This is an optimization exercise on Yosys and OpenROAD, whose aim is small area, a short achievable clock period and few clock cycles per item, not a production implementation.
Only simulation tests tie the RTL to the original design; equivalence was not proved.
Power and IR drop assume default switching activity.

==> flow/design.v (excerpt) <==
module exec_stage (
    input  logic                  clk,
    input  logic                  reset,
    input  logic [w_oper-1:0]     oper,
    input  logic [w_func-1:0]     func,
    input  logic [data_width-1:0] source_a,
    input  logic [data_width-1:0] source_b,
    input  logic [4:0]            cp0_addr,
    input  logic                  cp0_write,
    output logic [data_width-1:0] result,
    output logic                  ov,
    output logic                  busy,
    output logic                  timer_irq
);
    logic [data_width-1:0] cp0_rt_data;
    logic [data_width-1:0] hi;
    logic [data_width-1:0] lo;
    logic                  is_signed;
    logic                  left;
    logic [data_width-1:0] sh_in;
    logic [data_width-1:0] sh_out;
    logic [data_width-1:0] shifted;
    logic                  fill;
    logic [data_width-1:0] other;
    logic                  sel_add;
    logic                  sel_sub;
    logic                  sel_slt;
    assign is_signed = (oper == oper_alus);
    assign sel_add   = (func == func_add);
    assign sel_sub   = (func == func_sub);
    assign sel_slt   = (func == func_slt);
    alu_arith u_arith (
        .a         (source_a),
        .b         (source_b),
        .is_signed (is_signed),
        .sub       (func[1]),    
        .sel_add   (sel_add),
        .sel_sub   (sel_sub),
  ...
==> flow/config.mk <==
export PLATFORM = sky130hd
export DESIGN_NAME = exec_stage
export DESIGN_NICKNAME = exec_stage
export VERILOG_FILES = /design/flow/design.v
export SDC_FILE = /design/flow/constraint.sdc
export NUM_CORES = 4
export LEC_CHECK = 0
export ABC_AREA = 1
export CAP_MARGIN = 20
export CORE_MARGIN = 2
export CORE_UTILIZATION = 40
export SETUP_SLACK_MARGIN = 1.3
export SLEW_MARGIN = 20
export SYNTH_HIERARCHICAL = 1
export SYNTH_MINIMUM_KEEP_SIZE = 0
==> flow/constraint.sdc <==
create_clock -name core_clock -period 7.0 [get_ports {clk}]
set_input_delay 1.4000 -clock core_clock [delete_from_list [all_inputs] [get_ports {clk}]]
set_output_delay 1.4000 -clock core_clock [all_outputs]
set_load 0.01 [all_outputs]
standard.sh (not shown) runs the stock make flow with config.mk's settings and CLKGATE_MAP_FILE= SYNTH_SCRIPT=/design/flow/synth_recipe.tcl, a recipe that flattens the netlist after the stock synthesis.
==> flow/flow/run.sh <==
#!/bin/bash
# The standard layout, with buf_4 port buffers (instead of a delay cell) and
# resizing not limited to the cell's own footprint. make's full output is in make.log.
set -euo pipefail
bash standard.sh "BUFFER_PORTS_ARGS=-buffer_cell sky130_fd_sc_hd__buf_4" MATCH_CELL_FOOTPRINT=0 finish > make.log 2>&1
Testbench counts at the start, summed over its fixed seeds: cycles 21,169, instructions 12,000.
Next try:
SETUP_SLACK_MARGIN = 1.6   (was 1.3)
What happened: Final area rose by a few percent. Flip-flop and latch count is unchanged. Final cell count went up slightly. Combinational power goes up by a few percent. Maximum frequency increases slightly. Die area does not change.
Next try:
CORE_UTILIZATION = 45   (was 40)
SETUP_SLACK_MARGIN = 1.45   (was 1.6)
Non-clock buffer count fell by 46.
Sequential share of layout area rose by 0.72 points.
Final area fell by 3.4%.
Die area fell by 11%.
First-iteration DRC count fell by 3.6%.
Next try:
CORE_UTILIZATION = 50   (was 45)
SETUP_SLACK_MARGIN = 1.4   (was 1.45)
Effect: The new run finished clean; cell area increases by about 0.8%; wire length climbs by 2.7%; count of clock-buffer cells in the layout falls by 11; utilization is higher by 5.6 points; setup slack improves by 33 ps; synthesized area does not change; cell count is lower by about 1.1%; sequential cell count stays the same; sequential share of layout area shrinks by 0.17 points.
Next try:
CORE_UTILIZATION = 45   (was 50)
SETUP_SLACK_MARGIN = 1.6   (was 1.4)
What happened: Setup slack improves by 210 ps; global-route usage is lower by 4.8 points; hold slack gains 28 ps.

* * *

Setup of build 1:
exec_stage, a different RTL version from the one above (not shown whole).
Size in the first run: ~240 flip-flops, roughly 120 I/O pins, ~25000 um^2 of cells after synthesis.
export LEC_CHECK = 0
export CAP_MARGIN = 20
export CORE_MARGIN = 2
export CORE_UTILIZATION = 60
export SETUP_SLACK_MARGIN = 0.8
export SLEW_MARGIN = 20
create_clock -name core_clock -period 7.0 [get_ports {clk}]
run.sh (not shown) runs the stock make flow with config.mk's settings and CLKGATE_MAP_FILE= SYNTH_SCRIPT=/design/flow/synth_recipe.tcl, a recipe that flattens the netlist after the stock synthesis.
Stock flow here: none of the scripts above is used.
Testbench counts of build 1, summed over its fixed seeds: cycles 21,169, instructions 12,000.
#### Input delta (build 47 over build 1)
Settings: setting ABC_AREA to 1 for the first time; changing CORE_UTILIZATION from 60 to 40; changing SETUP_SLACK_MARGIN from 0.8 to 1.0.
==> flow/flow/run.sh (new file) <==
#!/bin/bash
# The standard layout, with buf_4 port buffers (instead of a delay cell) and
# resizing not limited to the cell's own footprint. make's full output is in make.log.
set -euo pipefail
bash standard.sh "BUFFER_PORTS_ARGS=-buffer_cell sky130_fd_sc_hd__buf_4" MATCH_CELL_FOOTPRINT=0 finish > make.log 2>&1
==> flow/standard.sh (new file) <==
#!/bin/bash
# synth_recipe.tcl (not shown) runs the flow's synth.tcl, then flattens the netlist and writes it again
# the make line also repeats each setting of config.mk as NAME=value (left out here)
make -C /OpenROAD-flow-scripts/flow DESIGN_CONFIG=/design/flow/config.mk WORK_HOME=/design/flow/orfs CLKGATE_MAP_FILE= SYNTH_SCRIPT=/design/flow/synth_recipe.tcl "${@:-finish}"
removed: flow/run.sh
## What came out
Going from build 1 to build 47, routed wire length grows by 2.9%.
Build 47 vs build 1, first-pass GRT wire length went up by about 2.8%.
Count of inserted tapcells was lower in the run labelled build 1.
[compare] base=build 1 new=build 47: cell count higher, final instance area went down.
Input-level comparison between build 12 and build 47:
Settings: SETUP_SLACK_MARGIN changed from 1.0 to 1.2; CORE_UTILIZATION changed from 40 to 55.
==> flow/run.sh (new file) <==
#!/bin/bash
# synth_recipe.tcl (not shown) runs the flow's synth.tcl, then flattens the netlist and writes it again
# the make line also repeats each setting of config.mk as NAME=value (left out here)
make -C /OpenROAD-flow-scripts/flow DESIGN_CONFIG=/design/flow/config.mk WORK_HOME=/design/flow/orfs CLKGATE_MAP_FILE= SYNTH_SCRIPT=/design/flow/synth_recipe.tcl finish
removed: flow/flow/run.sh
removed: flow/standard.sh
==> summary.txt <==
- Diff build 47 -> build 12 | clock buffer instance count of the final layout | down by more than 10%
- Build 47 reports its highest metal layer used by the detailed router as met4 while build 12 reports met5.
- Growth of design area from synthesis to finish (build 12 over build 47): increase, 5.3 points
- As far as number of multi-input combinational cells is concerned, build 47 and build 12 perform about the same.
- The worst hold slack in build 12 was higher than what build 47 gave.
- Higher total routing resource utilization after global routing among build 47 and build 12: build 12
- Build 12 vs. build 47: total power draw up 0.31 mW; later-pin clock latency in the skew report flat.
- Against build 47, build 12 comes in 0.96 points lower on register share of the cell area.
- Build 12 vs build 47, met2 usage went up by 21 points.
- Route | build 12 vs build 47 | wire longer in build 12
- Row wire length of the first global-routing pass: build 12 higher / build 47 lower

* * *

build 43:
Starting RTL as in the previous note.
clock: 7.0 ns
lec_check: 0
abc_area: 1
cap_margin: 20
core_margin: 2
core_utilization: 40
setup_slack_margin: 1.5
slew_margin: 20
Stock flow here: none of the scripts above is used.
Build 43 reached the final stage; the timing, DRC and antenna checks on its layout passed.
Testbench counts of build 43, summed over its fixed seeds: cycles 21,169, instructions 12,000.
For build 55, these inputs were changed with respect to build 43:
Settings: clearing ABC_AREA, which used to be 1; swapping 1.5 for 0.8 in SETUP_SLACK_MARGIN; putting GPL_TIMING_DRIVEN at 0 where nothing was set.
--- outcome ---
Clock skew down 12 ps in build 55 wrt build 43. ~same fraction of final layout cells with drive strength greater than 1 in build 43 and build 55. Build 55 gives more clock network power share than build 43 did. Looking at fraction of area in registers, build 55 sits above build 43. Build 55 against build 43; summed area of non-filler cells in the final layout is down by a few percent. Average size of a mapped cell grows by more than 10% when moving from build 43 to build 55.
Edits applied to the flow inputs when going from build 55 to build 68:
Settings: clearing GPL_TIMING_DRIVEN, which used to be 0.
--- outcome ---
- Build 68 has completed all stages; timing, DRC and antenna checks passed.
- In the metrics for build 55 and build 68, the one carrying the higher area growth from synthesis to layout is build 68.
- Relative to build 55, number of clock buffers inserted by TritonCTS has decreased by 3.2% in build 68.
- Build 68 vs. build 55: total detailed-routing wirelength saw a decrease, number of post-CTS setup repair buffers saw a decrease.
- Diff build 55 -> build 68 | non-clock buffer count | decrease of about 3.5%
- Worst-path cell with the longest stage delay = sky130_fd_sc_hd__fa_1: build 68; worst-path cell with the longest stage delay = sky130_fd_sc_hd__dlygate4sd2_1: build 55
- From build 55 to build 68 the numbers moved as follows: cell area roughly the same, via count of the first global-routing pass lower, number of standard cells in the layout, taps in and fillers out lower, fmax higher.
What build 98 does differently from build 68 at the input level:
Settings: SETUP_SLACK_MARGIN: 0.8 -> unset.
[summary]
Comparing total global-route track usage for build 68 and build 98, the bigger number came from build 98.
Cell area is lower on build 98
Share of post-route cells with drive strength above 1 for build 98: 2.5 points down relative to build 68
Build 98 vs. build 68: maximum frequency down 8.5 MHz; proportion of cell area occupied by registers up 0.35 points.
The inputs of build 79 differ from those of build 98 as listed below.
Settings: an added SETUP_SLACK_MARGIN of 1.0; an added ABC_AREA of 1.
==> summary.txt <==
- Between build 79 and build 98, synthesized area is lower for build 98, build 79 comes in above that.
- Number of cells on the critical path in build 79 vs build 98: up 3
- Taking build 79 over build 98, the final cell count ratio works out to 1.2.
- Startpoint of the worst setup timing path: source_a[6] -> build 98, source_b[4] -> build 79
- In build 79 the count of filler cells inserted in the layout turned out 14% higher than in build 98.
- Final area on build 79 is up relative to build 98.
- Post-placement cell count: build 79 and build 98 compared, higher one is build 79
- Build 98 has a lower horizontal die dimension than build 79.
- Between build 98 and build 79, the flow reports maximum ir drop on the vdd rail decreasing by more than a quarter.

* * *

before:
Another version of the RTL of exec_stage (not shown whole).
For scale: ~4600 cells after synthesis, about 120 I/O pins, roughly 29000 sq um of cells after synthesis.
export LEC_CHECK = 0
export ABC_AREA = 1
export CAP_MARGIN = 20
export CORE_MARGIN = 2
export CORE_UTILIZATION = 40
export SETUP_SLACK_MARGIN = 1.5
export SLEW_MARGIN = 20
export SYNTH_HIERARCHICAL = 1
export SYNTH_MINIMUM_KEEP_SIZE = 0
create_clock -name core_clock -period 7.0 [get_ports {clk}]
standard.sh (not shown) runs the stock make flow with config.mk's settings and CLKGATE_MAP_FILE= SYNTH_SCRIPT=/design/flow/synth_recipe.tcl, a recipe that flattens the netlist after the stock synthesis.
==> flow/flow/run.sh <==
#!/bin/bash
# The standard layout, with buf_4 port buffers (instead of a delay cell) and
# resizing not limited to the cell's own footprint. make's full output is in make.log.
set -euo pipefail
bash standard.sh "BUFFER_PORTS_ARGS=-buffer_cell sky130_fd_sc_hd__buf_4" MATCH_CELL_FOOTPRINT=0 finish > make.log 2>&1
Testbench counts of before, summed over its fixed seeds: cycles 21,228, instructions 12,000.
The following lists how after was set up differently from before:
Settings: clearing ABC_AREA, which used to be 1; swapping 1.5 for 1.0 in SETUP_SLACK_MARGIN.
==> flow/run.sh (new file) <==
#!/bin/bash
# synth_recipe.tcl (not shown) runs the flow's synth.tcl, then flattens the netlist and writes it again
# the make line also repeats each setting of config.mk as NAME=value (left out here)
make -C /OpenROAD-flow-scripts/flow DESIGN_CONFIG=/design/flow/config.mk WORK_HOME=/design/flow/orfs CLKGATE_MAP_FILE= SYNTH_SCRIPT=/design/flow/synth_recipe.tcl finish
removed: flow/flow/run.sh
removed: flow/standard.sh
==> summary.txt <==
- after vs before — worst setup slack for register-to-register paths dropped 0.38 ns.
- Of after and before, it is after that has the higher area added between synthesis and finish.
- The sequential power share in after was higher than what before gave.
- after vs. before: worst-skew pair later-pin latency level, post-layout instance count excluding filler cells moved down, sequential cell area fraction in the yosys report moved up, placeable core area moved down.
- Design area, after and before: lower on before
- The library cell contributing the largest single delay on the critical path comes out sky130_fd_sc_hd__or4_4 in one run and sky130_fd_sc_hd__nor2_4 in the other, namely in after and before respectively.
- Looking at DRC marker count from the first detailed-route iteration across after and before, the one that comes out higher is before.
- after reports its commonest non-fill, non-tap cell in the layout as sky130_fd_sc_hd__nor2_1 while before reports sky130_fd_sc_hd__nand2_1.

* * *

exec_stage with an RTL version that a note above also has.
For scale: ~3000 cells after synthesis, about 240 flip-flops, about 0.025 mm2 of cells after synthesis.
export LEC_CHECK = 0
export CAP_MARGIN = 5
export CORE_MARGIN = 2
export CORE_UTILIZATION = 40
export SETUP_SLACK_MARGIN = 0.8
export SLEW_MARGIN = 5
create_clock -name core_clock -period 7.0 [get_ports {clk}]
run.sh (not shown) runs the stock make flow with config.mk's settings and CLKGATE_MAP_FILE= SYNTH_SCRIPT=/design/flow/synth_recipe.tcl, a recipe that flattens the netlist after the stock synthesis.
Stock flow here: none of the scripts above is used.
The baseline completed without violations.
Testbench counts at the start, summed over its fixed seeds: cycles 21,169, instructions 12,000.
==> next run, changes <==
==> flow/flow/run.sh (new file) <==
#!/bin/bash
# The standard layout, with buf_4 port buffers (instead of a delay cell) and
# resizing not limited to the cell's own footprint. make's full output is in make.log.
set -euo pipefail
bash standard.sh "BUFFER_PORTS_ARGS=-buffer_cell sky130_fd_sc_hd__buf_4" MATCH_CELL_FOOTPRINT=0 finish > make.log 2>&1
==> flow/standard.sh (new file) <==
#!/bin/bash
# synth_recipe.tcl (not shown) runs the flow's synth.tcl, then flattens the netlist and writes it again
# the make line also repeats each setting of config.mk as NAME=value (left out here)
make -C /OpenROAD-flow-scripts/flow DESIGN_CONFIG=/design/flow/config.mk WORK_HOME=/design/flow/orfs CLKGATE_MAP_FILE= SYNTH_SCRIPT=/design/flow/synth_recipe.tcl "${@:-finish}"
Settings changed: ABC_AREA set to 1, CAP_MARGIN 5 to 20, CORE_UTILIZATION 40 to 55, SETUP_SLACK_MARGIN 0.8 to 1.2, SLEW_MARGIN 5 to 20.
removed: flow/run.sh
Result:
- The changed run completed with no timing, DRC or antenna violations
- synthesized cell count went up by about 30%
- power went up by 4.1%
- non-clock buffer count went down by 164
- hold slack loses 0.0092 ns
- register-to-register slack gains 0.40 ns
- cell area went down by about 3%
- setup slack gains 0.35 ns

re-timing with driven ports:
No port has a modelled driver above. Below, the same layouts with a new extraction and two added sets of constraints. Step 1 sets driving cells, clkbuf_16 on the clock port and buf_2 on the other inputs (assumed; they add their load-dependent delay and slew). Step 2, shift: input delay + t, output delay - t, t = (earliest + latest rising clock arrival at the registers) / 2. This alone moves slack from input paths to output paths. a / b / c = ideal / step 1 / step 2; a / b = the first two.
run	shift t [ns]	setup WS [ns]	worst hold slack (ns)	worst slew at a driven data input, ns	cell pins on the clock port's net
the first run of note 1	0.651	1.346 / 1.295 / 1.295	0.506 / 0.506 / 0.506	0.16	1
the second run of note 1	0.655	1.446 / 1.314 / 1.314	0.504 / 0.504 / 0.504	0.34	1
the third run of note 1	0.651	1.329 / 1.301 / 1.301	0.519 / 0.519 / 0.519	0.15	1
the fourth run of note 1	0.655	1.361 / 1.217 / 1.217	0.496 / 0.496 / 0.496	0.23	1
the fifth run of note 1	0.653	1.574 / 1.396 / 1.396	0.524 / 0.524 / 0.524	0.21	1
build 1	0.639	0.721 / 0.537 / 0.537	0.470 / 0.470 / 0.470	0.26	1
build 47	0.654	0.976 / 0.830 / 0.830	0.481 / 0.481 / 0.481	0.21	1
build 12	0.657	0.910 / 0.857 / 0.857	0.489 / 0.489 / 0.489	0.07	1
build 43	0.651	1.096 / 0.963 / 0.963	0.471 / 0.471 / 0.471	0.18	1
build 55	0.689	0.232 / 0.218 / 0.218	0.484 / 0.484 / 0.484	0.05	1
build 68	0.667	0.530 / 0.484 / 0.484	0.501 / 0.501 / 0.501	0.07	1
build 98	0.669	0.152 / 0.125 / 0.125	0.477 / 0.477 / 0.477	0.08	1
build 79	0.665	0.997 / 0.945 / 0.945	0.471 / 0.471 / 0.471	0.07	1
before	0.650	1.591 / 1.467 / 1.467	0.472 / 0.472 / 0.472	0.21	1
after	0.635	1.014 / 0.964 / 0.964	0.480 / 0.480 / 0.480	0.06	1
the first run of note 5	0.667	0.530 / 0.484 / 0.484	0.501 / 0.501 / 0.501	0.07	1
the second run of note 5	0.671	0.875 / 0.714 / 0.714	0.492 / 0.492 / 0.492	0.24	1
After both steps setup and hold are still met in every run listed. The setup slack of build 1, which loses most, moves by -0.184 ns with the drivers and by -0.184 ns with both steps.
